This design comes from an exercise in tuning for small area and a short achievable clock period on the open sky130 flow, not from production work.
RTL that was checked went through simulation tests only; none was proved equivalent to the original.
Only the layout flow was run in run 1; the RTL was not checked for function there.
Power figures rest on the tool's default switching activity, not on a simulated workload.

==> flow/design.v <==
package la_isa_pkg;
   localparam int xlen = 32;
   localparam int reg_idx_w = 5;
   localparam int bru_op_w = 4;
   typedef enum logic [bru_op_w-1:0] {
      op_eqz,
      op_nez,
      op_eq,
      op_ne,
      op_lt,
      op_ge,
      op_ltu,
      op_geu,
      op_jr,
      op_bl
   } bru_op_e;
endpackage
package bru_pipe_pkg;
   localparam int xlen      = 32;
   localparam int reg_idx_w = 5;
   localparam int bru_op_w  = 4;
   localparam int num_lanes = 4;
   localparam int lane_idx_w = $clog2(num_lanes);
   typedef struct packed {
      logic                 valid;
      logic [bru_op_w-1:0]  op;
      logic [xlen-1:0]      a;
      logic [xlen-1:0]      b;
      logic [xlen-1:0]      pc;
      logic [xlen-1:0]      offset;
      logic [reg_idx_w-1:0] rd;
   } bru_uop_t;
   typedef struct packed {
      logic                 valid;
      logic                 taken;
      logic [xlen-1:0]      target;
      logic [xlen-1:0]      link_pc;
      logic                 link_wen;
      logic [reg_idx_w-1:0] rd;
   } bru_res_t;
   typedef struct packed {
      logic                 wen;
      logic [reg_idx_w-1:0] rd;
      logic [xlen-1:0]      data;
   } link_wb_t;
   typedef struct packed {
      logic                  valid;
      logic [lane_idx_w-1:0] lane;
      logic [xlen-1:0]       pc;
   } redirect_t;
   localparam int uop_w      = 1 + bru_op_w + 4*xlen + reg_idx_w;
   localparam int res_w      = 1 + 1 + 2*xlen + 1 + reg_idx_w;
   localparam int link_wb_w  = 1 + reg_idx_w + xlen;
   localparam int redirect_w = 1 + lane_idx_w + xlen;
endpackage
module bru_issue_stage (
   input  logic                                                clk,
   input  logic                                                rst_n,
   input  logic [bru_pipe_pkg::num_lanes*bru_pipe_pkg::uop_w-1:0] issue,
   output logic                                                s_found,
   output logic                                                s_link,
   output logic                                                s_jr,
   output logic [bru_pipe_pkg::lane_idx_w-1:0]                 s_lane,
   output logic [bru_pipe_pkg::xlen-1:0]                       s_a,
   output logic [bru_pipe_pkg::xlen-3:0]                       s_pc,
   output logic [bru_pipe_pkg::xlen-1:0]                       s_offset,
   output logic [bru_pipe_pkg::reg_idx_w-1:0]                  s_rd
);
   localparam int num_lanes = bru_pipe_pkg::num_lanes;
   localparam int xlen      = bru_pipe_pkg::xlen;
   localparam int reg_idx_w = bru_pipe_pkg::reg_idx_w;
   logic [num_lanes-1:0] taken;
   logic [num_lanes-1:0] is_link;
   logic [num_lanes-1:0] is_jr;
   logic [num_lanes-1:0] first;
   logic [num_lanes-1:0][xlen-1:0]      u_a;
   logic [num_lanes-1:0][xlen-3:0]      u_pc;
   logic [num_lanes-1:0][xlen-1:0]      u_offset;
   logic [num_lanes-1:0][reg_idx_w-1:0] u_rd;
   for (genvar i = 0; i < num_lanes; i++) begin : g_lane
      bru_pipe_pkg::bru_uop_t uop;
      assign uop         = issue[i*bru_pipe_pkg::uop_w +: bru_pipe_pkg::uop_w];
      assign u_a[i]      = uop.a;
      assign u_pc[i]     = uop.pc[xlen-1:2];
      assign u_offset[i] = uop.offset;
      assign u_rd[i]     = uop.rd;
      branch_unit branch_unit_i (
         .uop     (uop),
         .taken   (taken[i]),
         .is_link (is_link[i]),
         .is_jr   (is_jr[i])
      );
   end
   assign first[0] = taken[0];
   assign first[1] = taken[1] & ~taken[0];
   assign first[2] = taken[2] & ~|taken[1:0];
   assign first[3] = taken[3] & ~|taken[2:0];
   logic                  found_d;
   logic                  link_d;
   logic                  jr_d;
   logic [1:0]            lane_d;
   logic [xlen-1:0]       a_d;
   logic [xlen-3:0]       pc_d;
   logic [xlen-1:0]       offset_d;
   logic [reg_idx_w-1:0]  rd_d;
   assign found_d = |taken;
   assign lane_d  = {first[2] | first[3], first[1] | first[3]};
   always_comb begin
      link_d   = 1'b0;
      jr_d     = 1'b0;
      a_d      = '0;
      pc_d     = '0;
      offset_d = '0;
      rd_d     = '0;
      for (int i = 0; i < num_lanes; i++) begin
         link_d   = link_d   | (first[i] & is_link[i]);
         jr_d     = jr_d     | (first[i] & is_jr[i]);
         a_d      = a_d      | ({xlen{first[i]}} & u_a[i]);
         pc_d     = pc_d     | ({(xlen-2){first[i]}} & u_pc[i]);
         offset_d = offset_d | ({xlen{first[i]}} & u_offset[i]);
         rd_d     = rd_d     | ({reg_idx_w{first[i]}} & u_rd[i]);
      end
   end
   always_ff @(posedge clk) begin
      s_found  <= rst_n & found_d;
      s_link   <= rst_n & link_d;
      s_jr     <= jr_d;
      s_lane   <= lane_d;
      s_a      <= a_d;
      s_pc     <= pc_d;
      s_offset <= offset_d;
      s_rd     <= rd_d;
   end
endmodule
module branch_unit (
   input  bru_pipe_pkg::bru_uop_t uop,
   output logic                   taken,
   output logic                   is_link,
   output logic                   is_jr
);
   localparam int xlen = bru_pipe_pkg::xlen;
   logic cond_eqz;
   logic cond_eq;
   logic cond_lt;
   logic sgn;
   logic base;
   logic [xlen-1:0] lt_l0;
   logic [xlen-1:0] eq_l0;
   logic [15:0]     lt_l1;
   logic [15:0]     eq_l1;
   logic [7:0]      lt_l2;
   logic [7:0]      eq_l2;
   logic [3:0]      lt_l3;
   logic [3:0]      eq_l3;
   logic [1:0]      lt_l4;
   logic [1:0]      eq_l4;
   assign cond_eqz = ~|uop.a;
   assign sgn   = ~uop.op[1];
   assign lt_l0 = {~(uop.a[xlen-1] ^ sgn) & (uop.b[xlen-1] ^ sgn), ~uop.a[xlen-2:0] & uop.b[xlen-2:0]};
   assign eq_l0 = ~(uop.a ^ uop.b);
   always_comb begin
      for (int j = 0; j < 16; j++) begin
         lt_l1[j] = lt_l0[2*j+1] | (eq_l0[2*j+1] & lt_l0[2*j]);
         eq_l1[j] = eq_l0[2*j+1] & eq_l0[2*j];
      end
      for (int j = 0; j < 8; j++) begin
         lt_l2[j] = lt_l1[2*j+1] | (eq_l1[2*j+1] & lt_l1[2*j]);
         eq_l2[j] = eq_l1[2*j+1] & eq_l1[2*j];
      end
      for (int j = 0; j < 4; j++) begin
         lt_l3[j] = lt_l2[2*j+1] | (eq_l2[2*j+1] & lt_l2[2*j]);
         eq_l3[j] = eq_l2[2*j+1] & eq_l2[2*j];
      end
      for (int j = 0; j < 2; j++) begin
         lt_l4[j] = lt_l3[2*j+1] | (eq_l3[2*j+1] & lt_l3[2*j]);
         eq_l4[j] = eq_l3[2*j+1] & eq_l3[2*j];
      end
   end
   assign cond_lt = lt_l4[1] | (eq_l4[1] & lt_l4[0]);
   assign cond_eq = eq_l4[1] & eq_l4[0];
   assign base    = uop.op[2] ? cond_lt : (uop.op[1] ? cond_eq : cond_eqz);
   assign taken   = uop.valid & (uop.op[3] | (uop.op[0] ^ base));
   assign is_link = uop.op[3:1] == 3'b100;
   assign is_jr   = uop.op == 4'b1000;
endmodule
module bru_redirect_select (
   input  logic                                                    clk,
   input  logic                                                    rst_n,
   input  logic                                                    s_found,
   input  logic                                                    s_link,
   input  logic                                                    s_jr,
   input  logic [bru_pipe_pkg::lane_idx_w-1:0]                     s_lane,
   input  logic [bru_pipe_pkg::xlen-1:0]                           s_a,
   input  logic [bru_pipe_pkg::xlen-3:0]                           s_pc,
   input  logic [bru_pipe_pkg::xlen-1:0]                           s_offset,
   input  logic [bru_pipe_pkg::reg_idx_w-1:0]                      s_rd,
   output logic [bru_pipe_pkg::redirect_w-1:0]                        redirect,
   output logic [bru_pipe_pkg::num_lanes*bru_pipe_pkg::link_wb_w-1:0] link_wb
);
   localparam int num_lanes = bru_pipe_pkg::num_lanes;
   localparam int xlen      = bru_pipe_pkg::xlen;
   localparam int link_wb_w = bru_pipe_pkg::link_wb_w;
   logic [xlen-1:0] base;
   logic [xlen-1:0] target;
   logic [xlen-3:0] link_pc;
   logic            red_en;
   logic            link_en;
   assign base    = s_jr ? s_a : {s_pc, 2'b00};
   logic [xlen-1:0] gen;
   logic [xlen-1:0] prop;
   logic [xlen-1:0] half;
   always_comb begin
      half = base ^ s_offset;
      gen  = base & s_offset;
      prop = half;
      for (int l = 0; l < 5; l++) begin
         for (int i = (2 << l) - 1; i < xlen; i += (2 << l)) begin
            gen[i]  = gen[i] | (prop[i] & gen[i - (1 << l)]);
            prop[i] = prop[i] & prop[i - (1 << l)];
         end
      end
      for (int l = 3; l >= 0; l--) begin
         for (int i = (3 << l) - 1; i < xlen; i += (2 << l)) begin
            gen[i]  = gen[i] | (prop[i] & gen[i - (1 << l)]);
            prop[i] = prop[i] & prop[i - (1 << l)];
         end
      end
   end
   assign target = half ^ {gen[xlen-2:0], 1'b0};
   logic [xlen-3:0] all_set;
   always_comb begin
      all_set = s_pc;
      for (int l = 0; l < 5; l++) begin
         for (int i = (2 << l) - 1; i < xlen-2; i += (2 << l)) begin
            all_set[i] = all_set[i] & all_set[i - (1 << l)];
         end
      end
      for (int l = 3; l >= 0; l--) begin
         for (int i = (3 << l) - 1; i < xlen-2; i += (2 << l)) begin
            all_set[i] = all_set[i] & all_set[i - (1 << l)];
         end
      end
   end
   assign link_pc = s_pc ^ {all_set[xlen-4:0], 1'b1};
   assign red_en  = rst_n & s_found;
   assign link_en = rst_n & s_link;
   always_ff @(posedge clk) begin
      redirect <= red_en ? {1'b1, s_lane, target} : '0;
      for (int i = 0; i < num_lanes; i++) begin
         link_wb[i*link_wb_w +: link_wb_w] <= (link_en && s_lane == i)
                                              ? {1'b1, s_rd, link_pc, 2'b00} : '0;
      end
   end
endmodule
module bru_cluster (
   input  logic                                                    clk,
   input  logic                                                    rst_n,
   input  logic [bru_pipe_pkg::num_lanes*bru_pipe_pkg::uop_w-1:0]     issue,
   output logic [bru_pipe_pkg::redirect_w-1:0]                        redirect,
   output logic [bru_pipe_pkg::num_lanes*bru_pipe_pkg::link_wb_w-1:0] link_wb
);
   logic                                   s_found;
   logic                                   s_link;
   logic                                   s_jr;
   logic [bru_pipe_pkg::lane_idx_w-1:0]    s_lane;
   logic [bru_pipe_pkg::xlen-1:0]          s_a;
   logic [bru_pipe_pkg::xlen-3:0]          s_pc;
   logic [bru_pipe_pkg::xlen-1:0]          s_offset;
   logic [bru_pipe_pkg::reg_idx_w-1:0]     s_rd;
   bru_issue_stage bru_issue_stage_i (
      .clk      (clk),
      .rst_n    (rst_n),
      .issue    (issue),
      .s_found  (s_found),
      .s_link   (s_link),
      .s_jr     (s_jr),
      .s_lane   (s_lane),
      .s_a      (s_a),
      .s_pc     (s_pc),
      .s_offset (s_offset),
      .s_rd     (s_rd)
   );
   bru_redirect_select bru_redirect_select_i (
      .clk      (clk),
      .rst_n    (rst_n),
      .s_found  (s_found),
      .s_link   (s_link),
      .s_jr     (s_jr),
      .s_lane   (s_lane),
      .s_a      (s_a),
      .s_pc     (s_pc),
      .s_offset (s_offset),
      .s_rd     (s_rd),
      .redirect (redirect),
      .link_wb  (link_wb)
   );
endmodule
==> flow/flow/run.sh <==
#!/bin/bash
# Standard layout, with the port buffers made from the smallest buffer cell
# instead of the resizer's default pick; every tool's output goes to a log here.
bash standard.sh 'BUFFER_PORTS_ARGS=-buffer_cell sky130_fd_sc_hd__buf_1' finish > standard_run.log 2>&1
==> flow/standard.sh <==
#!/bin/bash
# synth_recipe.tcl (not shown) runs the flow's synth.tcl, then flattens the netlist and writes it again
# the make line also repeats each setting of config.mk as NAME=value (left out here)
make -C /OpenROAD-flow-scripts/flow DESIGN_CONFIG=/design/flow/config.mk WORK_HOME=/design/flow/orfs CLKGATE_MAP_FILE= SYNTH_SCRIPT=/design/flow/synth_recipe.tcl "${@:-finish}"
==> flow/config.mk <==
export PLATFORM = sky130hd
export DESIGN_NAME = bru_cluster
export DESIGN_NICKNAME = bru_cluster
export VERILOG_FILES = /design/flow/design.v
export SDC_FILE = /design/flow/constraint.sdc
export NUM_CORES = 4
export LEC_CHECK = 0
export ABC_AREA = 1
export CAP_MARGIN = 20
export CORE_AREA = 5 5 265 265
export DIE_AREA = 0 0 270 270
export SETUP_SLACK_MARGIN = 2.0
export SLEW_MARGIN = 20
==> flow/constraint.sdc <==
create_clock -name core_clock -period 5.0 [get_ports {clk}]
set_input_delay 1.0000 -clock core_clock [delete_from_list [all_inputs] [get_ports {clk}]]
set_output_delay 1.0000 -clock core_clock [all_outputs]
set_load 0.01 [all_outputs]
==> out/qor.txt, run 1 <==
Final Skew - 0.0296 ns
Synth Area in Simple Gates - 0.280
CTS Hold Bufs - 0
Cell Rows - 95
Final setup fails - 0
Synth Area in Compound Gates - 0.0691
RSZ-0062 raised after global routing - true
Post-Synth Adder-Cell Area - 0.158
Initial antenna violation count - 12
Vias/cell - 4.43
Largest family of logic cells by synthesized area - simple AND/OR/NAND/NOR gates
#FFs+latches synth - 283
DRC Markers - 0
I/O pin count - 741
Clk buf depth - 3
Clock latency on the worst-skew pair - 0.59 ns
Switching power total - 2.20 mW
Max frequency - 303 MHz
Post-Syn Area - 15300 sq um
Final Core Density - 0.337
Nets - 3652
Initial Util - 0.229
Int Power - 4.44 mW
Core Area - 67200 sq um
Initial DRC count - 1049
Routed WL per cell - 21.8 um
Crit Path Class - register to register
Final HPWL DP - 59.0 mm
Critical Path Source Type - register
Clock Sinks - 283
Avg Synthesized Cell Area - 7.27 sq um
CP max stage delay - 0.39 ns
Sequential fraction of the synthesis area - 0.369
Critical Path End Type - register
CP arrival - 3.74 ns
Slew headroom - 0.567
Total track usage - 0.201
Final Hold Vio Count - 0
Crit-path slowest cell - dfxtp_4
CTS tree - done
Die area - 72900 sq um
Grt total ovfl - 0
First-pass GRT wire length - 108 mm
Die Wd - 270 um
Main flop type after synthesis - dfxtp_1
Worst Path Required - 5.44 ns
Part of the power in registers - 0.385
Register area - 5670 sq um
Yosys cell types - 41
# fillers - 7147
GP Congestion - 0.929
Crit path max fanout - 14
Switch share - 0.331
Comb pwr share - 0.272
Crit-path cells - buf_12, buf_16, mux2_4, ha_1, a21oi_4, inv_1, a31oi_1, nand2_1, inv_1, o221ai_1, a21o_4, nand2_4, nand2_4, nand3_2, nand2_2, fa_2, xor2_1, xor2_1, nor2_1
Hold WC Path Type - register to register
Tmin final - 3.30 ns
Multiplexer area fraction after synthesis - 0.0153
Clock slew at reported path FFs - 0.07 ns
Max Cap Viol - 0
EDFF count, synth - 0
Clk root buf - clkbuf_16
Post-Synth XOR/XNOR Area - 0.0177
Largest net degree at the start of global routing - 70
CTS buffer count - 30
Layout cell share with drive strength beyond 1 - 0.150
Mapped Cells - 2111
Status - timing/DRC/antenna clean
Pre-antenna DRT Iters - 5
CP delay by family, top - compound AO/OA/AOI/OAI gates
Leakage power - 10.3 nW
PortBufs - 724
Vias in the first global route - 16200
Yosys warns - 3
Multi-input gate area - 9440 sq um
Worst-Margin Slew - 0.645 ns
Final WL - 83.3 mm
Pwr dens - 294 nW/um^2
Final Max Tran Viols - 0
Period utilisation layout - 0.660
Number of routed nets with antenna violations - 0
Clock Power Share - 0.343
CP bufs+invs - 4
CTS H-Tree Depth - 1
Final setup TNS - 0 ns
Most common cell after layout, fill and taps aside - buf_1
Async S/R FF share, synth - 0
Via count - 16900
Die Y - 270 um
Most frequent cells in the layout - buf_1, nand2_1, dfxtp_1
Area Overhead vs Synth - 47.3%
Worst VDD drop - 0.223 mV
-- flip-flops by register name, summed over array words and instances, names as in the netlist, 2 cells and up --
name,cells
bru_issue_stage_i.s_pc,30
bru_redirect_select_i.link_wb,144
bru_issue_stage_i.s_offset,32
bru_issue_stage_i.s_lane,2
bru_redirect_select_i.redirect,35
bru_issue_stage_i.s_rd,5
bru_issue_stage_i.s_a,32
-- layer usage --
metal,track usage,part of all wire
met5,0,0.00056
met4,0.0806,0.044
met3,0.0488,0.078
met2,0.344,0.48
met1,0.242,0.40
-- cells in the mapped netlist, types with 9 or more instances --
| cell | number | area (sq um) |
|---|---|---|
| dfxtp_1 | 283 | 5670 |
| nand2_1 | 617 | 2320 |
| nand3b_1 | 35 | 263 |
| buf_2 | 20 | 100 |
| fa_1 | 16 | 320 |
| clkbuf_1 | 23 | 86.3 |
| a21oi_1 | 128 | 641 |
| mux2_2 | 20 | 225 |
| nand4_1 | 25 | 156 |
| xnor2_1 | 23 | 201 |
| buf_1 | 9 | 33.8 |
| o22ai_1 | 32 | 200 |
| nor3_1 | 17 | 85.1 |
| inv_1 | 266 | 998 |
| o21ai_0 | 26 | 130 |
| ha_1 | 168 | 2100 |
| nor2_1 | 272 | 1020 |
| nand3_1 | 67 | 335 |
| buf_4 | 14 | 105 |
-- metrics by stage --
step           std cells  total power, mW  setup slack [ns]  hold WS, ns  instance area (sq um)
6_report            3815             6.64              1.70        0.517                  22600
5_1_grt             3813             7.00              1.55        0.571                  22600
4_1_cts             3778             6.48              1.62        0.522                  21300
3_5_place_dp        3663             3.96             0.882        0.503                  19100
3_3_place_gp        3663             3.95             0.873        0.494                  19100
2_1_floorplan       2118             3.35              1.89        0.438                  15500
-- tightest hold or removal path: stages, from the launching register on --
cell and delay, ns:
dfxtp_1 0.31, inv_1 0.08, nor2_1 0.10
-- cell families after synthesis --
family / after synthesis
AO/OA/AOI/OAI: 198
XOR/XNOR: 31
adder cells (fa/ha/maj): 184
buffers and inverters: 344
flip-flops: 283
multiplexers: 21
other: 1
AND/OR/NAND/NOR: 1049
-- power groups by stage --
stage / combinational (mW) / clock, mW / sequential, mW
2_1_floorplan: 0.819 / 0 / 2.53
3_3_place_gp: 1.36 / 0 / 2.59
3_5_place_dp: 1.37 / 0 / 2.59
4_1_cts: 1.61 / 2.33 / 2.55
5_1_grt: 2.00 / 2.44 / 2.57
6_report: 1.81 / 2.28 / 2.56
-- final cells by class --
cell class / count / area share
Tap cell: 873 / 0.0483
Antenna cell: 4 / 0.000443
Clock buffer: 40 / 0.0385
Sequential cell: 283 / 0.251
Timing Repair Buffer: 832 / 0.192
Inverter: 276 / 0.0465
Clock inverter: 16 / 0.00614
Multi-Input combinational cell: 1491 / 0.418
-- final timing paths --
path	from	end	slack (ns)	cells after the start
setup / recovery	bru_issue_stage_i.s_jr	bru_redirect_select_i.redirect[31]	1.70	19
hold / removal	bru_issue_stage_i.s_rd[2]	bru_redirect_select_i.link_wb[34]	0.52	2
setup reg to reg	bru_issue_stage_i.s_jr	bru_redirect_select_i.redirect[31]	1.70	19
hold reg to reg	bru_issue_stage_i.s_rd[2]	bru_redirect_select_i.link_wb[34]	0.52	2
-- what timing repair did --
action	in CTS	in global routing
setup endpoints to repair	163	149
pin swaps	42	61
cloned	11	14
setup buffers	48	19
gates resized for setup	134	211
==> inputs of run 2 (changes only) <==
--- a/flow/design.v
+++ b/flow/design.v
@@ -206,27 +206,7 @@
    logic            red_en;
    logic            link_en;
    assign base    = s_jr ? s_a : {s_pc, 2'b00};
-   logic [xlen-1:0] gen;
-   logic [xlen-1:0] prop;
-   logic [xlen-1:0] half;
-   always_comb begin
-      half = base ^ s_offset;
-      gen  = base & s_offset;
-      prop = half;
-      for (int l = 0; l < 5; l++) begin
-         for (int i = (2 << l) - 1; i < xlen; i += (2 << l)) begin
-            gen[i]  = gen[i] | (prop[i] & gen[i - (1 << l)]);
-            prop[i] = prop[i] & prop[i - (1 << l)];
-         end
-      end
-      for (int l = 3; l >= 0; l--) begin
-         for (int i = (3 << l) - 1; i < xlen; i += (2 << l)) begin
-            gen[i]  = gen[i] | (prop[i] & gen[i - (1 << l)]);
-            prop[i] = prop[i] & prop[i - (1 << l)];
-         end
-      end
-   end
-   assign target = half ^ {gen[xlen-2:0], 1'b0};
+   assign target  = base + s_offset;
    logic [xlen-3:0] all_set;
    always_comb begin
       all_set = s_pc;
--- a/flow/config.mk
+++ b/flow/config.mk
@@ -7,7 +7,7 @@
 export LEC_CHECK = 0
 export ABC_AREA = 1
 export CAP_MARGIN = 20
-export CORE_AREA = 5 5 265 265
-export DIE_AREA = 0 0 270 270
+export CORE_AREA = 5 5 251 251
+export DIE_AREA = 0 0 256 256
 export SETUP_SLACK_MARGIN = 2.0
 export SLEW_MARGIN = 20
==> out/qor.txt, run 2 <==
Hold Crit Depth - 2 (unchanged)
Most frequent cells in the layout - buf_1, nand2_1, dfxtp_1
Multi-input gate area - 9400 sq um (-0.44%)
CP arrival - 3.47 ns (-0.27 ns)
Crit-path cells - buf_1, inv_1, ha_1, nand2_1, inv_1, nand4_1, nor2_2, nand2_1, nand3_2, nand2_1, nand2_2, nand3_4, nand2_8, nand2_8, buf_12, nor2_4, buf_12, buf_16, nand2_1, nand3b_1
Grt peak-use layer - met2
GP Congestion - 0.980 (+5.5%)
CP max stage delay - 0.28 ns (-0.11 ns)
Die Wd - 256 um (-5.2%)
Core Area - 60100 sq um (-10%)
Vias in the first global route - 17100 (+5.7%)
Total track usage - 0.225 (+0.0244)
Crit-path slowest cell - ha_1
Pwr dens - 295 nW/um^2 (+0.43%)
Leakage power - 10.1 nW (-2.0%)
Largest cells by area after synthesis - dfxtp_1, nand2_1, ha_1
PortBufs - 724 (unchanged)
Dominant cell by count in the synthesized netlist - nand2_1
Routed WL per cell - 21.9 um (+0.14%)
RSZ-0062 raised after global routing - true
Pre-antenna DRT Iters - 6 (+1)
Stages on the worst setup path - 20 (+1)
Slack of the critical path - 2.00 ns (+0.305 ns)
Grt total ovfl - 0 (unchanged)
Final WL - 82.8 mm (-0.62%)
CP bufs+invs - 6 (+2)
Worst Path Required - 5.48 ns (+0.04 ns)
Nets - 3705 (+1.5%)
Met2 global-route usage - 0.393 (+0.0484)
#FFs+latches synth - 283 (unchanged)
Tmin final - 3.00 ns (-0.305 ns)
Cell Rows - 90 (-5.3%)
Reg2Reg Depth - 11 (-8)
Hold WC Path Type - register to register
Die area - 65500 sq um (-10%)
Final Skew - 0.0252 ns (-0.00444 ns)
Final Hold Vio Count - 0 (unchanged)
# fillers - 6538 (-8.5%)
Final setup fails - 0 (unchanged)
EDFF count, synth - 0 (unchanged)
Most common cell after layout, fill and taps aside - buf_1
Die Y - 256 um (-5.2%)
CTS buffer count - 30 (unchanged)
Post-Syn Area - 15800 sq um (+2.7%)
Vias/cell - 4.68 (+5.7%)
Sequential fraction of the synthesis area - 0.359 (-0.00961)
Clock Sinks - 283 (unchanged)
Clk buf depth - 3 (unchanged)
CP startpoint - issue[115]
Area Overhead vs Synth - 38.8%
Max frequency - 334 MHz (+10%)
Status - timing/DRC/antenna clean
Avg Synthesized Cell Area - 7.12 sq um (-2.1%)
I/O pin count - 741 (unchanged)
Period utilisation layout - 0.599 (-0.0610)
Initial Util - 0.262 (+0.0335)
Initial DRC count - 1281 (+22%)
Register area - 5670 sq um (about the same)
Clk root buf - clkbuf_16
Crit Path Class - primary input to register
Final Max Tran Viols - 0 (unchanged)
Met3 usage - 0.0421 (-0.00665)
RR Startpoint - bru_issue_stage_i.s_jr
Tot Pwr - 6.45 mW (-2.8%)
CTS tree - done
Worst hold start - bru_issue_stage_i.s_rd[1]
Largest area contributor in the netlist - dfxtp_1
GR Util met1 - 0.283 (+0.0415)
Initial antenna violation count - 8 (-4)
Number of routed nets with antenna violations - 0 (unchanged)
Mapped Cells - 2214 (+4.9%)
Async S/R FF share, synth - 0 (unchanged)
Main flop type after synthesis - dfxtp_1
Largest net degree at the start of global routing - 54 (-23%)
Dpl ws - 0.947 ns (+0.0655 ns)
Yosys cell types - 45 (+9.8%)
Most flop-heavy register - bru_redirect_select_i.link_wb
First-pass GRT wire length - 111 mm (+3.0%)
Yosys warns - 3 (unchanged)
DRC Markers - 0 (unchanged)
Most used cell, CP - nand2_1
Top post-synthesis cells by count - nand2_1, dfxtp_1, inv_1
Crit path max fanout - 27 (+13)
CTS H-Tree Depth - 1 (unchanged)
Worst VDD drop - 0.216 mV (-2.8%)
CP delay by family, top - simple AND/OR/NAND/NOR gates
Final setup TNS - 0 ns (unchanged)
Max Cap Viol - 0 (unchanged)
Critical Path End Type - register
Antenna diodes - 0 (-4)
Critical Path Source Type - primary input
Largest regs - bru_redirect_select_i.link_wb (144), bru_redirect_select_i.redirect (35)
Yosys top cell area share - 0.359 (-0.00961)
Max reg flops - 144 (unchanged)
Final HPWL DP - 63.7 mm (+7.9%)
Clock latency on the worst-skew pair - 0.58 ns (about the same)
Clock slew at reported path FFs - 0.06 ns (about the same)
Layout cell share with drive strength beyond 1 - 0.114 (-0.0369)
Worst-Margin Slew - 0.753 ns (+0.108 ns)
Slew headroom - 0.498 (-0.0690)
Via count - 17700 (+4.9%)
## run 2: changes by cell type after synthesis, sizes merged, moves of 4 or more
cell   delta
o21a     +16
nand4     +6
xor2      -5
xnor2     -9
nand2    +15
nor2     -17
nor3      +4
buf       -4
a21oi    +59
o21ai    +24
fa       -15
## run 2: layer usage
layer / part of all wire / wire length [um]
met1: 0.41 / 34000
met2: 0.48 / 39600
met3: 0.075 / 6180
met4: 0.036 / 2960
met5: 0.00016 / 13
## run 2: final timing paths
kind,end,slack [ns]
worst max-delay path,bru_issue_stage_i.s_a[0],2.00
worst min-delay path,bru_redirect_select_i.link_wb[33],0.50
worst max register to register,bru_redirect_select_i.redirect[26],2.16
worst min register to register,bru_redirect_select_i.link_wb[33],0.50
## run 2: kinds of logic after synthesis
logic type                 share of synthesized area
xor gates and xnor gates                     0.00945
and+or+nand+nor                                0.281
AOI/OAI and AO/OA                              0.108
DFF                                            0.359
other                                       0.000238
adders and majority gates                      0.136
buffers and inverters                         0.0892
muxes                                         0.0171
## run 2: through the flow
step | area (sq um) | cells | utilization | hold WS, ns
global route | 21900 | 3786 | 0.364 | 0.529
detailed placement | 19300 | 3677 | 0.321 | 0.496
floorplan | 15800 | 2221 | - | 0.438
global placement | 19300 | 3677 | 0.321 | 0.488
CTS | 20800 | 3758 | 0.346 | 0.510
finish | 21900 | 3786 | 0.364 | 0.503
## run 2: final cells by class
type / count / area share
Sequential cell: 283 / 0.259
Multi-Input combinational cell: 1593 / 0.430
Clock buffer: 42 / 0.0373
Timing Repair Buffer: 792 / 0.173
Tap cell: 782 / 0.0447
Clock inverter: 14 / 0.00560
Timing Repair inverter: 1 / 0.000743
Inverter: 279 / 0.0494
## run 2: worst register-to-register path, cell delays in order (launching register included)
cell and delay [ns]:
dfxtp_4 0.36, buf_6 0.14, buf_12 0.17, mux2_2 0.39
ha_1 0.36, nand2_1 0.15, nor4_1 0.49, nand3_1 0.13
nand3_1 0.19, a21o_1 0.16, a21oi_1 0.06, o21a_1 0.12
## run 2: timing repair
action / in CTS / in global routing
setup buffers: 18 / 16
hold buffers: 0 / 0
pin swaps: 15 / 44
gates cloned: 7 / 12
resized for setup: 70 / 168
endpoints found under the setup margin: 155 / 144
## run 2: report_power, final
part | leakage (nW) | switching, mW | internal (mW)
combinational | 7.28 | 1.12 | 0.645
clock | 0.455 | 0.962 | 1.20
sequential | 2.32 | 0.113 | 2.41
total | 10.1 | 2.20 | 4.25
==> inputs of run 3 (changes only) <==
--- a/flow/config.mk
+++ b/flow/config.mk
@@ -9,5 +9,5 @@
 export CAP_MARGIN = 20
 export CORE_AREA = 5 5 251 251
 export DIE_AREA = 0 0 256 256
-export SETUP_SLACK_MARGIN = 2.0
+export SETUP_SLACK_MARGIN = 1.8
 export SLEW_MARGIN = 20
==> out/qor.txt, run 3 <==
Grt total ovfl - 0 (unchanged)
CTS H-Tree Depth - 2 (+1)
Critical Path Source Type - primary input
Core Area - 60100 sq um (unchanged)
Worst-Margin Slew - 0.710 ns (-0.0423 ns)
CP max stage delay - 0.26 ns (-0.02 ns)
DRC Markers - 0 (unchanged)
# fillers - 6658 (+1.8%)
Initial Util - 0.262 (unchanged)
Largest cells by area after synthesis - dfxtp_1, nand2_1, ha_1
Final HPWL DP - 64.1 mm (+0.72%)
Crit path max fanout - 23 (-15%)
Crit-path cells - clkbuf_2, inv_1, ha_1, nand2_1, nor2_1, nand4_1, nor2_2, nand2_1, nand3_1, nand2_1, nand2_1, nand3_1, nand2_2, nor2_4, buf_4, buf_8, nand2_1, nand2_1, a21oi_1, nand2_1
EDFF count, synth - 0 (unchanged)
CTS Hold Bufs - 0 (unchanged)
Avg Synthesized Cell Area - 7.12 sq um (unchanged)
Die area - 65500 sq um (unchanged)
Total track usage - 0.219 (-0.00616)
Final Max Tran Viols - 0 (unchanged)
Most used cell, CP - nand2_1
PortBufs - 724 (unchanged)
Max frequency - 316 MHz (-5.3%)
Critical Path End Type - register
Sequential fraction of the synthesis area - 0.359 (unchanged)
Yosys warns - 3 (unchanged)
CTS tree - done
Final Core Density - 0.354 (-0.0101)
Via count - 17300 (-2.1%)
Tot Pwr - 6.74 mW (+4.4%)
Leakage power - 9.83 nW (-2.2%)
Final setup TNS - 0 ns (unchanged)
Initial antenna violation count - 16 (+8)
Clock Sinks - 283 (unchanged)
Most frequent cells in the layout - buf_1, nand2_1, dfxtp_1
Largest net degree at the start of global routing - 54 (unchanged)
Mapped Cells - 2214 (unchanged)
Status - timing/DRC/antenna clean
Final Hold Vio Count - 0 (unchanged)
CP delay by family, top - simple AND/OR/NAND/NOR gates
Clock latency on the worst-skew pair - 0.52 ns (-0.06 ns)
Yosys top cell area share - 0.359 (unchanged)
Crit-path slowest cell - ha_1
Vias in the first global route - 17000 (-0.97%)
Routed WL per cell - 20.8 um (-4.7%)
Main flop type after synthesis - dfxtp_1
Layout cell share with drive strength beyond 1 - 0.0757 (-0.0378)
Initial DRC count - 1073 (-16%)
Clock slew at reported path FFs - 0.06 ns (about the same)
Slew headroom - 0.526 (+0.0282)
Crit Path Class - primary input to register
Most common cell after layout, fill and taps aside - buf_1
Multi-input gate area - 9030 sq um (-3.9%)
Vias/cell - 4.59 (-1.8%)
Async S/R FF share, synth - 0 (unchanged)
Die Wd - 256 um (unchanged)
Largest regs - bru_redirect_select_i.link_wb (144), bru_redirect_select_i.redirect (35)
Pre-antenna DRT Iters - 5 (-1)
Register area - 5670 sq um (unchanged)
Period utilisation layout - 0.633 (+0.0338)
Final Skew - 0.0171 ns (-0.00808 ns)
Die Y - 256 um (unchanged)
#FFs+latches synth - 283 (unchanged)
Clk buf depth - 3 (unchanged)
Most flop-heavy register - bru_redirect_select_i.link_wb
First-pass GRT wire length - 108 mm (-3.1%)
Hold WC Path Type - register to register
Nets - 3687 (-0.49%)
Largest area contributor in the netlist - dfxtp_1
Max Cap Viol - 0 (unchanged)
Worst Path Required - 5.40 ns (-0.08 ns)
Number of routed nets with antenna violations - 0 (unchanged)
Area Overhead vs Synth - 35.0%
GP Congestion - 0.974 (-0.58%)
Tmin final - 3.17 ns (+0.169 ns)
Post-Syn Area - 15800 sq um (unchanged)
CP bufs+invs - 4 (-2)
CTS buffer count - 34 (+13%)
Final WL - 78.7 mm (-5.0%)
Top post-synthesis cells by count - nand2_1, dfxtp_1, inv_1
Worst reg2reg setup slack - 2.02 ns (-0.14 ns)
Clk root buf - clkbuf_16
Pwr dens - 317 nW/um^2 (+7.4%)
RSZ-0062 raised after global routing - false
Yosys cell types - 45 (unchanged)
Min Hold Slack - 0.501 ns (-0.00194 ns)
Cell Rows - 90 (unchanged)
Worst VDD drop - 0.182 mV (-16%)
Max reg flops - 144 (unchanged)
I/O pin count - 741 (unchanged)
CP arrival - 3.56 ns (+0.09 ns)
Final setup fails - 0 (unchanged)
Dominant cell by count in the synthesized netlist - nand2_1
[run 3: cell count changes in the layout (fill, tap and decap cells not counted), sizes merged]
cell / previous run / this run
buf: 745 / 759
inv: 278 / 280
clkinv: 13 / 9
diode: 0 / 7
bufinv: 1 / 4
clkbuf: 89 / 55
[run 3: timing repair]
item | in CTS | in global routing
gates resized for setup | 31 | 79
endpoints found under the setup margin | 143 | 124
endpoints found under the hold margin | 0 | 0
pin swaps | 3 | 21
setup buffers | 8 | 14
cloned | 3 | 5
[run 3: power breakdown]
part	total, mW	internal (mW)	switching [mW]
Sequential	2.52	2.41	0.116
Combinational	1.63	0.578	1.05
Clock	2.59	1.57	1.02
[run 3: tightest hold or removal path: stages (launching register included)]
cell     delay [ns]
dfxtp_1        0.30
inv_1          0.07
nor2_1         0.09
[run 3: cell type report]
cell class                      count  area share
Clock inverter                     16      0.0104
Antenna cell                        7    0.000824
Timing Repair Buffer              771       0.157
Inverter                          279      0.0499
Sequential cell                   283       0.267
Clock buffer                       43      0.0445
Tap cell                          782      0.0460
Multi-Input combinational cell   1593       0.425
[run 3: kinds of logic after synthesis]
group,after synthesis,synth area share
simple gates,1062,0.281
buf+inv,346,0.0892
compound gates,310,0.108
flops,283,0.359
fa+ha+maj,171,0.136
mux,24,0.0171
xor+xnor,17,0.00945
other cells,1,0.000238
[run 3: final timing paths]
kind / start / to / depth (start not counted)
setup / recovery: issue[265] / bru_issue_stage_i.s_offset[6] / 20
hold / removal: bru_issue_stage_i.s_rd[2] / bru_redirect_select_i.link_wb[110] / 2
setup reg to reg: bru_issue_stage_i.s_pc[1] / bru_redirect_select_i.link_wb[105] / 16
hold reg to reg: bru_issue_stage_i.s_rd[2] / bru_redirect_select_i.link_wb[110] / 2
[run 3: routing by layer]
metal  up-vias  GRT usage  part of all wire
met5         -          0           0.00071
met4        10     0.0657             0.033
met3       120     0.0409             0.063
met2       680      0.387              0.48
met1      7914      0.272              0.42
li1       8617          -                 -
[run 3: metrics by stage]
| step | setup WS [ns] | cell area, sq um | std cells |
|---|---|---|---|
| after floorplan | 1.92 | 15800 | 2221 |
| after global placement | 0.885 | 19300 | 3678 |
| after detailed placement | 0.815 | 19300 | 3678 |
| after CTS | 1.77 | 20800 | 3748 |
| after global routing | 1.79 | 21300 | 3771 |
| final | 1.83 | 21300 | 3774 |
==> inputs of run 4 (changes only) <==
==> flow/flow/run.sh (replaced) <==
#!/bin/bash
# Standard layout, with the port buffers made from the smallest buffer cell
# instead of the resizer's default pick, and the pins one track apart so that
# they fit on a smaller die; every tool's output goes to a log here.
bash standard.sh 'BUFFER_PORTS_ARGS=-buffer_cell sky130_fd_sc_hd__buf_1' \
  'PLACE_PINS_ARGS=-min_distance 1 -min_distance_in_tracks' finish > standard_run.log 2>&1
--- a/flow/config.mk
+++ b/flow/config.mk
@@ -7,7 +7,8 @@
 export LEC_CHECK = 0
 export ABC_AREA = 1
 export CAP_MARGIN = 20
-export CORE_AREA = 5 5 251 251
-export DIE_AREA = 0 0 256 256
-export SETUP_SLACK_MARGIN = 1.8
+export CORE_AREA = 5 5 175 175
+export DIE_AREA = 0 0 180 180
+export PLACE_DENSITY = 0.75
+export SETUP_SLACK_MARGIN = 2.0
 export SLEW_MARGIN = 20
==> out/qor.txt, run 4 <==
Pre-antenna DRT Iters - 7 (+2)
Status - timing/DRC/antenna clean
Tot Pwr - 6.44 mW (-4.4%)
CTS buffer count - 27 (-21%)
Final Skew - 0.0132 ns (-0.00391 ns)
Multi-input gate area - 9300 sq um (+2.9%)
Largest cells by area after synthesis - dfxtp_1, nand2_1, ha_1
Met3 usage - 0.130 (+0.0888)
Slew headroom - 0.536 (+0.0103)
Critical Path End Type - register
Main flop type after synthesis - dfxtp_1
PortBufs - 724 (unchanged)
Largest net degree at the start of global routing - 41 (-24%)
Crit-path cells - buf_4, mux2_2, ha_1, nand3_1, nand3_1, a31oi_1, inv_1, nand2_1, nand2_1, a21oi_2, o21bai_1, a21oi_1, o21ai_0, a21oi_1
Final Max Tran Viols - 0 (unchanged)
Clk buf depth - 3 (unchanged)
Vias in the first global route - 18200 (+7.1%)
#FFs+latches synth - 283 (unchanged)
Crit-path slowest cell - dfxtp_4
Yosys top cell area share - 0.359 (unchanged)
Yosys cell types - 45 (unchanged)
Clock slew at reported path FFs - 0.06 ns (about the same)
Crit path max fanout - 5 (-78%)
Dominant cell by count in the synthesized netlist - nand2_1
Core Area - 28600 sq um (-52%)
Met2 global-route usage - 0.620 (+0.234)
First-pass GRT wire length - 97.7 mm (-9.5%)
Clock Sinks - 283 (unchanged)
Clk root buf - clkbuf_16
Final Core Density - 0.734 (+0.380)
Final setup TNS - 0 ns (unchanged)
EDFF count, synth - 0 (unchanged)
Register area - 5670 sq um (unchanged)
RSZ-0062 raised after global routing - true
Grt total ovfl - 0 (unchanged)
Dpl cells - 3279 (-11%)
Via count - 18800 (+8.4%)
# fillers - 2309 (-65%)
Final Hold Vio Count - 0 (unchanged)
Number of routed nets with antenna violations - 0 (unchanged)
Critical Path Source Type - register
Final HPWL DP - 52.7 mm (-18%)
Post-Syn Area - 15800 sq um (unchanged)
Area Overhead vs Synth - 33.3%
Yosys warns - 3 (unchanged)
Die area - 32400 sq um (-51%)
Sequential fraction of the synthesis area - 0.359 (unchanged)
Die Y - 180 um (-30%)
Initial DRC count - 1801 (+68%)
Most common cell after layout, fill and taps aside - buf_1
Async S/R FF share, synth - 0 (unchanged)
Period utilisation layout - 0.597 (-0.0359)
Hold WC Path Type - register to register
Max reg flops - 144 (unchanged)
CP max stage delay - 0.36 ns (+0.10 ns)
Clock latency on the worst-skew pair - 0.54 ns (+0.02 ns)
Worst VDD drop - 0.249 mV (+37%)
Initial Util - 0.551 (+0.288)
Die Wd - 180 um (-30%)
Final WL - 68.8 mm (-13%)
CTS H-Tree Depth - 1 (-1)
Worst Path Required - 5.46 ns (+0.06 ns)
Nets - 3686 (-0.027%)
Grt peak-use layer - met2
Min Hold Slack - 0.497 ns (-0.00331 ns)
Initial antenna violation count - 25 (+9)
Vias/cell - 5.57 (+21%)
Largest regs - bru_redirect_select_i.link_wb (144), bru_redirect_select_i.redirect (35)
Total track usage - 0.379 (+0.160)
GR Util met1 - 0.439 (+0.167)
Avg Synthesized Cell Area - 7.12 sq um (unchanged)
Worst-Margin Slew - 0.695 ns (-0.0155 ns)
DRC Markers - 0 (unchanged)
Crit Path Class - register to register
Layout cell share with drive strength beyond 1 - 0.0936 (+0.0179)
Final setup fails - 0 (unchanged)
I/O pin count - 741 (unchanged)
GP Congestion - 1.09 (+11%)
Leakage power - 9.88 nW (+0.51%)
Max frequency - 335 MHz (+6.0%)
Most frequent cells in the layout - buf_1, nand2_1, dfxtp_1
Non-Filler Instances - 3377 (-11%)
Mapped Cells - 2214 (unchanged)
Most flop-heavy register - bru_redirect_select_i.link_wb
CTS tree - done
Top post-synthesis cells by count - nand2_1, dfxtp_1, inv_1
Tmin final - 2.99 ns (-0.180 ns)
Largest area contributor in the netlist - dfxtp_1
Cell Rows - 62 (-31%)
Pwr dens - 306 nW/um^2 (-3.2%)
CP arrival - 3.44 ns (-0.12 ns)
Routed WL per cell - 20.4 um (-2.3%)
Max Cap Viol - 0 (unchanged)
run 4: timing repair:
item                                   4_1_cts  5_1_grt
hold buffers                                 0        0
buffers inserted                            11       13
setup endpoints to repair                  140      137
pin swaps                                   12       34
cloned                                       4        9
endpoints found under the hold margin        0        0
resized for setup                           43      140
run 4: worst paths after layout:
kind | startpoint | endpoint | slack [ns] | cells past startpoint
hold / removal | bru_issue_stage_i.s_rd[3] | bru_redirect_select_i.link_wb[149] | 0.50 | 2
setup reg to reg | bru_issue_stage_i.s_pc[0] | bru_redirect_select_i.redirect[21] | 2.01 | 14
hold reg to reg | bru_issue_stage_i.s_rd[3] | bru_redirect_select_i.link_wb[149] | 0.50 | 2
setup / recovery | bru_issue_stage_i.s_pc[0] | bru_redirect_select_i.redirect[21] | 2.01 | 14
run 4: worst max-delay path, delay by kind of cell, from the launching register on:
kind            cells  cell delay, ns
compound gates      6            1.14
simple gates        4            0.51
flops               1            0.36
fa+ha+maj           1            0.34
buf+inv             2            0.30
mux                 1            0.27
run 4: power breakdown:
part	total (mW)	switching, mW	leakage (nW)	internal (mW)
logic	1.66	1.05	7.07	0.604
clock network	2.29	0.871	0.495	1.42
registers	2.49	0.0883	2.32	2.40
total	6.44	2.01	9.88	4.42
run 4: metrics by stage:
step	instance area (sq um)	setup slack [ns]
2_1_floorplan	15800	2.02
3_3_place_gp	18800	0.894
3_5_place_dp	18800	0.873
4_1_cts	20100	1.95
5_1_grt	21000	1.88
6_report	21000	2.01
run 4: final cells by class:
cell class,instances,area share
Antenna cell,12,0.00143
Clock buffer,35,0.0355
Clock inverter,14,0.0121
Inverter,279,0.0504
Multi-Input combinational cell,1592,0.443
Sequential cell,283,0.270
Tap cell,384,0.0229
Timing Repair Buffer,775,0.163
Timing Repair inverter,3,0.00173
run 4: cells by family after synthesis:
kind of cell               Yosys count  synth area share
AOI/OAI and AO/OA                  310             0.108
adders and majority gates          171             0.136
other                                1          0.000238
xor gates and xnor gates            17           0.00945
and+or+nand+nor                   1062             0.281
muxes                               24            0.0171
buffers and inverters              346            0.0892
DFF                                283             0.359
run 4: metal layers:
metal,up-vias,wire (um),share of wire
li1,8617,-,-
met1,8363,23900,0.35
met2,1396,30900,0.45
met3,389,8840,0.13
met4,34,4850,0.071
met5,-,243,0.0035
==> inputs of run 5 (changes only) <==
--- a/flow/config.mk
+++ b/flow/config.mk
@@ -7,8 +7,7 @@
 export LEC_CHECK = 0
 export ABC_AREA = 1
 export CAP_MARGIN = 20
-export CORE_AREA = 5 5 175 175
-export DIE_AREA = 0 0 180 180
-export PLACE_DENSITY = 0.75
+export CORE_AREA = 5 5 195 195
+export DIE_AREA = 0 0 200 200
 export SETUP_SLACK_MARGIN = 2.0
 export SLEW_MARGIN = 20
==> out/qor.txt, run 5 <==
Grt total ovfl - 0 (unchanged)
Sequential fraction of the synthesis area - 0.359 (unchanged)
CTS buffer count - 27 (unchanged)
CTS H-Tree Depth - 1 (unchanged)
Die Y - 200 um (+11%)
Die Wd - 200 um (+11%)
Core Area - 35600 sq um (+24%)
Final setup fails - 0 (unchanged)
Crit Path Class - primary input to register
Synth Area in Compound Gates - 0.108 (unchanged)
Initial antenna violation count - 32 (+28%)
Main flop type after synthesis - dfxtp_1
Period utilisation layout - 0.591 (-0.00592)
Critical Path End Type - register
CP delay by family, top - simple AND/OR/NAND/NOR gates
Crit path max fanout - 5 (unchanged)
Avg Synthesized Cell Area - 7.12 sq um (unchanged)
Dominant cell by count in the synthesized netlist - nand2_1
RSZ-0062 raised after global routing - true
Clock slew at reported path FFs - 0.06 ns (about the same)
Max Cap Viol - 0 (unchanged)
CTS tree - done
Total track usage - 0.293 (-0.0855)
Area Overhead vs Synth - 32.1%
Crit-path cells - buf_1, inv_1, ha_1, nand2_1, nor2_2, nand3_2, a21oi_1, nor2_2, nand2_1, nand2_1, nand2_2, nand3_4, nand2_8, clkinv_8, nor2_4, buf_6, clkbuf_16, nand2_1, nand2_1, a21oi_2, nand2_1
EDFF count, synth - 0 (unchanged)
Cell Rows - 69 (+11%)
Max frequency - 338 MHz (+1.0%)
Status - timing/DRC/antenna clean
Number of routed nets with antenna violations - 0 (unchanged)
Worst Path Required - 5.45 ns (about the same)
Tmin final - 2.96 ns (-0.0296 ns)
Most used cell, CP - nand2_1
Initial DRC count - 931 (-48%)
GP Congestion - 0.985 (-9.3%)
Yosys warns - 3 (unchanged)
Nets - 3697 (+0.30%)
Most frequent cells in the layout - buf_1, nand2_1, dfxtp_1
Leakage power - 9.82 nW (-0.68%)
Post-Synth Adder-Cell Area - 0.136 (unchanged)
PortBufs - 724 (unchanged)
Worst VDD drop - 0.359 mV (+44%)
Most common cell after layout, fill and taps aside - buf_1
Clock Sinks - 283 (unchanged)
Most flop-heavy register - bru_redirect_select_i.link_wb
Slew headroom - 0.512 (-0.0240)
Yosys top cell area share - 0.359 (unchanged)
Yosys cell types - 45 (unchanged)
Crit-path slowest cell - ha_1
CP bufs+invs - 5 (+3)
Vias/cell - 5.05 (-9.3%)
Clk root buf - clkbuf_16
Vias in the first global route - 17100 (-5.9%)
Routed WL per cell - 18.7 um (-8.4%)
Largest net degree at the start of global routing - 46 (+12%)
Largest cells by area after synthesis - dfxtp_1, nand2_1, ha_1
Async S/R FF share, synth - 0 (unchanged)
Final Hold Vio Count - 0 (unchanged)
Mapped Cells - 2214 (unchanged)
DRC Markers - 0 (unchanged)
Post-Syn Area - 15800 sq um (unchanged)
Max reg flops - 144 (unchanged)
Largest regs - bru_redirect_select_i.link_wb (144), bru_redirect_select_i.redirect (35)
Post-Synth XOR/XNOR Area - 0.00945 (unchanged)
Final Max Tran Viols - 0 (unchanged)
Worst-Margin Slew - 0.730 ns (+0.0349 ns)
Via count - 17500 (-6.8%)
Layout cell share with drive strength beyond 1 - 0.0809 (-0.0127)
Critical Path Source Type - primary input
#FFs+latches synth - 283 (unchanged)
Final setup TNS - 0 ns (unchanged)
Clk buf depth - 3 (unchanged)
# fillers - 3508 (+52%)
Clock latency on the worst-skew pair - 0.54 ns (about the same)
Pre-antenna DRT Iters - 5 (-2)
Non-Filler Instances - 3472 (+2.8%)
Initial Util - 0.443 (-0.107)
CTS Hold Bufs - 0 (unchanged)
Hold WC Path Type - register to register
Largest area contributor in the netlist - dfxtp_1
Dpl cells - 3355 (+2.3%)
Final Skew - 0.0257 ns (+0.0125 ns)
First-pass GRT wire length - 91.4 mm (-6.5%)
I/O pin count - 741 (unchanged)
Multiplexer area fraction after synthesis - 0.0171 (unchanged)
Pwr dens - 292 nW/um^2 (-4.8%)
Synth Area in Simple Gates - 0.281 (unchanged)
CP arrival - 3.40 ns (-0.04 ns)
Final HPWL DP - 53.1 mm (+0.76%)
Top post-synthesis cells by count - nand2_1, dfxtp_1, inv_1
CP max stage delay - 0.31 ns (-0.05 ns)
Final WL - 64.8 mm (-5.8%)
Die area - 40000 sq um (+23%)
Largest family of logic cells by synthesized area - simple AND/OR/NAND/NOR gates
==> run 5: cell counts after synthesis <==
Identical to the previous run, type by type.
==> run 5: cell families after synthesis <==
family,count (synthesis)
flops,283
compound gates,310
xor+xnor,17
other cells,1
mux,24
simple gates,1062
fa+ha+maj,171
buf+inv,346
==> run 5: worst min-delay path, delay by kind of cell (launching register included) <==
kind | cells | cell delay, ns
DFF | 1 | 0.29
buffers and inverters | 1 | 0.09
and+or+nand+nor | 1 | 0.05
==> run 5: path summary, 6_finish.rpt <==
path,slack (ns),startpoint,cells past startpoint,end
hold reg to reg,0.48,bru_issue_stage_i.s_rd[0],2,bru_redirect_select_i.link_wb[146]
setup reg to reg,2.14,bru_issue_stage_i.s_pc[0],19,bru_redirect_select_i.link_wb[93]
setup / recovery,2.04,issue[128],21,bru_issue_stage_i.s_offset[16]
hold / removal,0.48,bru_issue_stage_i.s_rd[0],2,bru_redirect_select_i.link_wb[146]
==> run 5: timing repair <==
item | 4_1_cts | 5_1_grt
setup endpoints to repair | 113 | 157
pin swaps | 18 | 33
gates resized for setup | 48 | 90
buffers inserted | 27 | 12
gates cloned | 4 | 6
==> run 5: metrics by stage <==
| stage | setup slack (ns) | power, mW | cell area (sq um) | utilization | hold WS (ns) |
|---|---|---|---|---|---|
| after global routing | 1.93 | 6.40 | 20800 | 0.585 | 0.505 |
| after floorplan | 2.02 | 3.40 | 15800 | - | 0.438 |
| after detailed placement | 0.906 | 3.96 | 18900 | 0.530 | 0.473 |
| final | 2.04 | 6.07 | 20800 | 0.585 | 0.481 |
| after CTS | 1.99 | 5.99 | 20200 | 0.568 | 0.484 |
| after global placement | 0.879 | 3.94 | 18900 | 0.530 | 0.471 |
==> run 5: routing by layer <==
| layer | global-route usage | share of wire |
|---|---|---|
| met5 | 0 | 0.0030 |
| met3 | 0.0932 | 0.11 |
| met4 | 0.106 | 0.042 |
| met1 | 0.357 | 0.39 |
| met2 | 0.489 | 0.45 |
==> run 5: cell type report <==
type,instances,area (sq um),area share
Tap cell,461,577,0.0277
Sequential cell,283,5680,0.273
Multi-Input combinational cell,1593,9060,0.435
Timing Repair Buffer,787,3500,0.168
Antenna cell,19,47.5,0.00228
Timing Repair inverter,1,8.76,0.000421
Inverter,279,1070,0.0515
Clock buffer,39,771,0.0370
Clock inverter,10,113,0.00541
==> run 5: power by group <==
| part | switching [mW] | internal, mW | leakage (nW) |
|---|---|---|---|
| Combinational | 0.982 | 0.587 | 7.07 |
| Clock | 0.835 | 1.17 | 0.430 |
| Sequential | 0.0871 | 2.41 | 2.32 |
==> inputs of run 6 (changes only) <==
--- a/flow/config.mk
+++ b/flow/config.mk
@@ -11,3 +11,4 @@
 export DIE_AREA = 0 0 200 200
 export SETUP_SLACK_MARGIN = 2.0
 export SLEW_MARGIN = 20
+export TNS_END_PERCENT = 0
==> out/qor.txt, run 6 <==
Largest cells by area after synthesis - dfxtp_1, nand2_1, ha_1
Yosys warns - 3 (unchanged)
Clock Power Share - 0.334 (+0.003)
Synth Area in Simple Gates - 0.281 (unchanged)
Grt total ovfl - 0 (unchanged)
Max Cap Viol - 0 (unchanged)
Worst VDD drop - 0.359 mV (+0.21%)
Layout cell share with drive strength beyond 1 - 0.0547 (-0.0262)
Final Max Tran Viols - 0 (unchanged)
Most common cell after layout, fill and taps aside - buf_1
Post-placement cell area - 18900 sq um (unchanged)
Die Wd - 200 um (unchanged)
I/O pin count - 741 (unchanged)
Routed WL per cell - 18.3 um (-2.0%)
CTS Hold Bufs - 0 (unchanged)
Multiplexer area fraction after synthesis - 0.0171 (unchanged)
Worst r2r dst - bru_redirect_select_i.link_wb[107]
Hold EP - bru_redirect_select_i.link_wb[146]
DRC Markers - 0 (unchanged)
Core Area - 35600 sq um (unchanged)
Switching power total - 1.87 mW (-1.9%)
Hold WC Path Type - register to register
EDFF count, synth - 0 (unchanged)
Area Overhead vs Synth - 28.5%
Status - timing/DRC/antenna clean
Final setup TNS - 0 ns (unchanged)
Pwr dens - 296 nW/um^2 (+1.5%)
Tmin final - 3.05 ns (+0.0899 ns)
CTS H-Tree Depth - 1 (unchanged)
Slew headroom - 0.527 (+0.0147)
Pre-antenna DRT Iters - 5 (unchanged)
Largest area contributor in the netlist - dfxtp_1
Period utilisation layout - 0.609 (+0.0180)
Worst Path Required - 5.38 ns (-0.07 ns)
Critical Path Source Type - primary input
Leakage power - 9.56 nW (-2.6%)
Largest regs - bru_redirect_select_i.link_wb (144), bru_redirect_select_i.redirect (35)
Most flop-heavy register - bru_redirect_select_i.link_wb
Yosys cell types - 45 (unchanged)
Main flop type after synthesis - dfxtp_1
Initial antenna violation count - 32 (unchanged)
Int Power - 4.13 mW (-0.89%)
Final Core Density - 0.570 (-0.0159)
Worst-Margin Slew - 0.708 ns (-0.0220 ns)
Total track usage - 0.291 (-0.00202)
Worst hold start - bru_issue_stage_i.s_rd[0]
Post-Syn Area - 15800 sq um (unchanged)
Yosys top cell area share - 0.359 (unchanged)
Clk buf depth - 3 (unchanged)
Die area - 40000 sq um (unchanged)
Top post-synthesis cells by count - nand2_1, dfxtp_1, inv_1
Clock Sinks - 283 (unchanged)
Sequential fraction of the synthesis area - 0.359 (unchanged)
Largest net degree at the start of global routing - 46 (unchanged)
Mapped Cells - 2214 (unchanged)
Clk root buf - clkbuf_16
Vias in the first global route - 16900 (-0.92%)
Crit path max fanout - 41 (+36)
Final Skew - 0.0227 ns (-0.00299 ns)
Tot Pwr - 6.00 mW (-1.2%)
Async S/R FF share, synth - 0 (unchanged)
# fillers - 3595 (+2.5%)
Worst reg2reg setup slack - 2.09 ns (-0.05 ns)
GP Congestion - 0.985 (unchanged)
Crit Path Class - primary input to register
Most frequent cells in the layout - buf_1, nand2_1, dfxtp_1
Part of the power in registers - 0.416 (+0.005)
Critical Path End Type - register
Cell Rows - 69 (unchanged)
Final WL - 62.9 mm (-2.9%)
Final Hold Vio Count - 0 (unchanged)
Clock slew at reported path FFs - 0.06 ns (about the same)
Design Area, Final - 20300 sq um (-2.7%)
Reg2Reg Depth - 16 (-3)
Final setup fails - 0 (unchanged)
RR Startpoint - bru_issue_stage_i.s_pc[1]
Nets - 3668 (-0.78%)
Initial DRC count - 866 (-7.0%)
Max reg flops - 144 (unchanged)
Max frequency - 328 MHz (-3.0%)
Avg Synthesized Cell Area - 7.12 sq um (unchanged)
Final HPWL DP - 53.1 mm (unchanged)
Dominant cell by count in the synthesized netlist - nand2_1
Via count - 17200 (-1.8%)
PortBufs - 724 (unchanged)
Post-Synth Adder-Cell Area - 0.136 (unchanged)
Initial Util - 0.443 (unchanged)
#FFs+latches synth - 283 (unchanged)
RSZ-0062 raised after global routing - true
Synth Area in Compound Gates - 0.108 (unchanged)
Clock latency on the worst-skew pair - 0.54 ns (about the same)
Number of routed nets with antenna violations - 0 (unchanged)
Comb pwr share - 0.251 (-0.007)
CTS tree - done
Largest family of logic cells by synthesized area - simple AND/OR/NAND/NOR gates
Vias/cell - 5.00 (-0.86%)
CTS buffer count - 27 (unchanged)
Die Y - 200 um (unchanged)
Hold Crit Depth - 2 (unchanged)
First-pass GRT wire length - 90.7 mm (-0.75%)
Switch share - 0.311 (-0.00229)
Post-Synth XOR/XNOR Area - 0.00945 (unchanged)
CP arrival - 3.43 ns (+0.03 ns)
run 6: cell counts after synthesis:
No cell type changed its count.
run 6: worst max-delay path: stages:
cell     delay, ns
buf_1         0.09
inv_1         0.08
ha_1          0.29
nand2_1       0.07
nand2_1       0.04
nand3_1       0.06
nand2_1       0.05
nand2_1       0.07
nand3_1       0.11
nor2_1        0.22
nand2_1       0.10
nand2_1       0.06
nand2_1       0.08
nand3_4       0.14
nand2_8       0.09
inv_8         0.13
nor2_4        0.05
buf_8         0.18
nand2_1       0.10
nand2_1       0.05
a21oi_1       0.18
nand2_1       0.13
run 6: final cells by class:
type	instances	area, sq um	share of cell area
Clock buffer	39	771	0.0380
Multi-Input combinational cell	1593	8890	0.439
Timing Repair Buffer	758	3120	0.154
Sequential cell	283	5670	0.280
Clock inverter	10	113	0.00556
Tap cell	461	577	0.0285
Timing Repair inverter	1	8.76	0.000432
Inverter	279	1070	0.0527
Antenna cell	16	40.0	0.00198
run 6: what timing repair did:
action | 4_1_cts | 5_1_grt
gates resized for setup | 22 | 49
endpoints found under the hold margin | 0 | 0
endpoints found under the setup margin | 113 | 139
cloned | 3 | 2
pin swaps | 2 | 14
buffers inserted | 4 | 11
run 6: stage by stage:
step                cells  hold slack, ns  setup slack (ns)
floorplan            2221           0.438              2.02
detailed placement   3355           0.473             0.906
global route         3433           0.505              1.82
global placement     3355           0.471             0.879
finish               3440           0.480              1.95
CTS                  3411           0.484              1.90
run 6: logic make-up (layout without fill, tap and decap cells):
kind of cell / Yosys count / in the layout
simple gates: 1062 / 1063
fa+ha+maj: 171 / 171
xor+xnor: 17 / 17
compound gates: 310 / 310
other cells: 1 / 24
mux: 24 / 24
buf+inv: 346 / 1087
flops: 283 / 283
run 6: metal layers:
metal	vias to the layer above	routed length (um)	track usage
met3	177	6530	0.0937
met5	-	214	0
met1	7625	25100	0.354
met4	34	2640	0.106
met2	783	28400	0.485
li1	8594	-	-
run 6: worst max path at each step:
stage	endpoint	cells past startpoint	slack [ns]	from
final	bru_issue_stage_i.s_offset[13]	22	1.95	issue[126]
after global routing	bru_issue_stage_i.s_offset[12]	22	1.82	issue[126]
after CTS	bru_redirect_select_i.link_wb[107]	16	1.90	bru_issue_stage_i.s_pc[0]
after detailed placement	bru_issue_stage_i.s_a[7]	20	0.91	issue[128]
after global placement	bru_issue_stage_i.s_a[7]	19	0.88	issue[392]
after floorplan	bru_redirect_select_i.redirect[24]	17	2.02	bru_issue_stage_i.s_jr
run 6: power groups by stage:
stage	Clock [mW]	Sequential, mW	Combinational [mW]
finish	2.00	2.49	1.50
global route	2.15	2.50	1.68
CTS	2.03	2.49	1.45
detailed placement	0	2.54	1.42
global placement	0	2.54	1.40
floorplan	0	2.52	0.887
==> inputs of run 7 (changes only) <==
--- a/flow/config.mk
+++ b/flow/config.mk
@@ -11,4 +11,4 @@
 export DIE_AREA = 0 0 200 200
 export SETUP_SLACK_MARGIN = 2.0
 export SLEW_MARGIN = 20
-export TNS_END_PERCENT = 0
+export TNS_END_PERCENT = 25
==> out/qor.txt, run 7 <==
Status - timing/DRC/antenna clean
Design Area, Final - 20700 sq um (+2.3%)
GR Util met1 - 0.356 (+0.00198)
Nets - 3685 (+0.46%)
Max frequency - 337 MHz (+2.5%)
Most flop-heavy register - bru_redirect_select_i.link_wb
Largest regs - bru_redirect_select_i.link_wb (144), bru_redirect_select_i.redirect (35)
Hold WC Path Type - register to register
RSZ-0062 raised after global routing - true
Pwr dens - 293 nW/um^2 (-1.0%)
Tmin final - 2.97 ns (-0.0751 ns)
Comb pwr share - 0.259 (+0.008)
Yosys cell types - 45 (unchanged)
Mapped Cells - 2214 (unchanged)
CP bufs+invs - 5 (+1)
Die area - 40000 sq um (unchanged)
#FFs+latches synth - 283 (unchanged)
Vias in the first global route - 17000 (+0.21%)
Largest area contributor in the netlist - dfxtp_1
Final setup TNS - 0 ns (unchanged)
Layout cell share with drive strength beyond 1 - 0.0755 (+0.0208)
Max reg flops - 144 (unchanged)
First-pass GRT wire length - 91.0 mm (+0.32%)
Yosys top cell area share - 0.359 (unchanged)
Post-Syn Area - 15800 sq um (unchanged)
Largest net degree at the start of global routing - 46 (unchanged)
Critical Path Source Type - primary input
Multi-input gate area - 9080 sq um (+2.1%)
Final Max Tran Viols - 0 (unchanged)
Cell Rows - 69 (unchanged)
Pre-antenna DRT Iters - 5 (unchanged)
CTS tree - done
Most used cell, CP - nand2_1
Crit-path cells - buf_1, inv_1, ha_1, nand2_1, nor2_2, nand3_2, a21oi_1, nor2_2, nand2_1, nand2_1, nand2_2, nand3_4, nand2_8, clkinv_8, nor2_4, buf_6, clkbuf_16, nand2_1, nand2_1, a21oi_2, nand2_1
Max Cap Viol - 0 (unchanged)
Switch share - 0.314 (+0.00236)
Initial antenna violation count - 32 (unchanged)
Clock Power Share - 0.331 (-0.003)
Clock latency on the worst-skew pair - 0.54 ns (about the same)
Met2 global-route usage - 0.486 (+0.00112)
Final setup fails - 0 (unchanged)
CP arrival - 3.42 ns (about the same)
Register area - 5680 sq um (about the same)
Worst Path Required - 5.45 ns (+0.07 ns)
CTS H-Tree Depth - 1 (unchanged)
Vias/cell - 5.03 (+0.45%)
Period utilisation layout - 0.594 (-0.0150)
Avg Synthesized Cell Area - 7.12 sq um (unchanged)
Grt peak-use layer - met2
Dominant cell by count in the synthesized netlist - nand2_1
Initial DRC count - 930 (+7.4%)
Clk buf depth - 3 (unchanged)
CP delay by family, top - simple AND/OR/NAND/NOR gates
PortBufs - 724 (unchanged)
Die Y - 200 um (unchanged)
Top post-synthesis cells by count - nand2_1, dfxtp_1, inv_1
Core Area - 35600 sq um (unchanged)
Total track usage - 0.292 (+0.000987)
Yosys warns - 3 (unchanged)
Async S/R FF share, synth - 0 (unchanged)
Worst-Margin Slew - 0.728 ns (+0.0198 ns)
Area Overhead vs Synth - 31.5%
Final Hold Vio Count - 0 (unchanged)
CTS buffer count - 27 (unchanged)
Part of the power in registers - 0.410 (-0.006)
Clk root buf - clkbuf_16
Die Wd - 200 um (unchanged)
Critical Path End Type - register
I/O pin count - 741 (unchanged)
Final HPWL DP - 53.1 mm (unchanged)
Final Skew - 0.0252 ns (+0.00252 ns)
Final WL - 64.5 mm (+2.6%)
Most frequent cells in the layout - buf_1, nand2_1, dfxtp_1
Most common cell after layout, fill and taps aside - buf_1
GP Congestion - 0.985 (unchanged)
Number of routed nets with antenna violations - 0 (unchanged)
Leakage power - 9.76 nW (+2.1%)
Main flop type after synthesis - dfxtp_1
Non-Filler Instances - 3457 (+0.49%)
CP max stage delay - 0.31 ns (+0.02 ns)
Largest cells by area after synthesis - dfxtp_1, nand2_1, ha_1
Switching power total - 1.91 mW (+2.0%)
EDFF count, synth - 0 (unchanged)
Dpl cells - 3355 (unchanged)
Int Power - 4.17 mW (+0.93%)
DRC Markers - 0 (unchanged)
Crit path max fanout - 5 (-88%)
# fillers - 3515 (-2.2%)
Grt total ovfl - 0 (unchanged)
Routed WL per cell - 18.7 um (+2.1%)
Crit Path Class - primary input to register
Sequential fraction of the synthesis area - 0.359 (unchanged)
Met3 usage - 0.0938 (+0.000168)
Worst VDD drop - 0.359 mV (-0.18%)
Via count - 17400 (+0.95%)
Post-placement cell area - 18900 sq um (unchanged)
Crit-path slowest cell - ha_1
Clock Sinks - 283 (unchanged)
Slew headroom - 0.514 (-0.0132)
Clock slew at reported path FFs - 0.06 ns (about the same)
Initial Util - 0.443 (unchanged)
[run 7: cell counts after synthesis]
No cell type changed its count.
[run 7: worst paths after layout]
check | from | to | depth (start not counted) | slack, ns
setup / recovery | issue[128] | bru_issue_stage_i.s_offset[16] | 21 | 2.03
hold / removal | bru_issue_stage_i.s_rd[0] | bru_redirect_select_i.link_wb[146] | 2 | 0.48
hold reg to reg | bru_issue_stage_i.s_rd[0] | bru_redirect_select_i.link_wb[146] | 2 | 0.48
setup reg to reg | bru_issue_stage_i.s_pc[1] | bru_redirect_select_i.link_wb[105] | 16 | 2.09
[run 7: worst min-delay path, cell delays in order (launching register included)]
cell and delay [ns]:
dfxtp_1 0.29, inv_1 0.09, nor2_1 0.05
[run 7: routing by layer]
| metal | routed length [um] | part of all wire |
|---|---|---|
| met1 | 25500 | 0.40 |
| met2 | 29300 | 0.45 |
| met3 | 6780 | 0.11 |
| met4 | 2660 | 0.041 |
| met5 | 218 | 0.0034 |
[run 7: cells by family (layout without fill, tap and decap cells)]
group,count (synthesis),count (layout),synth area share
simple gates,1062,1063,0.281
buf+inv,346,1104,0.0892
compound gates,310,310,0.108
flops,283,283,0.359
fa+ha+maj,171,171,0.136
mux,24,24,0.0171
xor+xnor,17,17,0.00945
other cells,1,24,0.000238
[run 7: final cells by class]
type,instances,area share
Multi-Input combinational cell,1593,0.438
Sequential cell,283,0.274
Antenna cell,16,0.00193
Inverter,279,0.0517
Timing Repair Buffer,775,0.164
Clock buffer,39,0.0372
Tap cell,461,0.0278
Clock inverter,10,0.00543
Timing Repair inverter,1,0.000423
[run 7: stage by stage]
stage	setup WS (ns)	total power, mW	utilization	hold slack (ns)
after global placement	0.879	3.94	0.530	0.471
after floorplan	2.02	3.40	-	0.438
after detailed placement	0.906	3.96	0.530	0.473
final	2.03	6.07	0.583	0.479
after CTS	1.90	5.98	0.562	0.484
after global routing	1.89	6.40	0.582	0.505
[run 7: repair_timing]
| item | 4_1_cts | 5_1_grt |
|---|---|---|
| endpoints found under the setup margin | 113 | 139 |
| hold buffers | 0 | 0 |
| resized for setup | 32 | 102 |
| pin swaps | 7 | 38 |
| buffers inserted | 6 | 21 |
| gates cloned | 4 | 6 |
[run 7: power by group through the flow]
stage               Combinational [mW]  Sequential (mW)  Clock [mW]
finish                            1.57             2.49        2.01
global route                      1.75             2.50        2.15
CTS                               1.46             2.49        2.03
detailed placement                1.42             2.54           0
global placement                  1.40             2.54           0
floorplan                        0.887             2.52           0

-- afterwards: timing with drivers on the ports --
In the flow no input, the clock included, has a driving cell. The finished layouts below were timed again as built, in two steps. Step 1 sets driving cells, clkbuf_16 on the clock port and buf_2 on the other inputs (assumed; they add their load-dependent delay and slew). Step 2, shift: input delay + t, output delay - t, t = (earliest + latest rising clock arrival at the registers) / 2. This alone moves slack from input paths to output paths. Slacks: ideal / step 1 / step 2; pairs: ideal / step 1.
run	t, ns	setup slack, ns
run 1	0.633	1.699 / 1.699 / 1.356
run 2	0.617	2.004 / 2.033 / 1.417
run 3	0.564	1.835 / 1.860 / 1.296
run 4	0.583	2.014 / 2.014 / 1.505
run 5	0.575	2.044 / 2.050 / 1.475
run 6	0.574	1.954 / 1.969 / 1.396
run 7	0.576	2.029 / 2.035 / 1.459
After both steps every run listed still meets setup and hold.
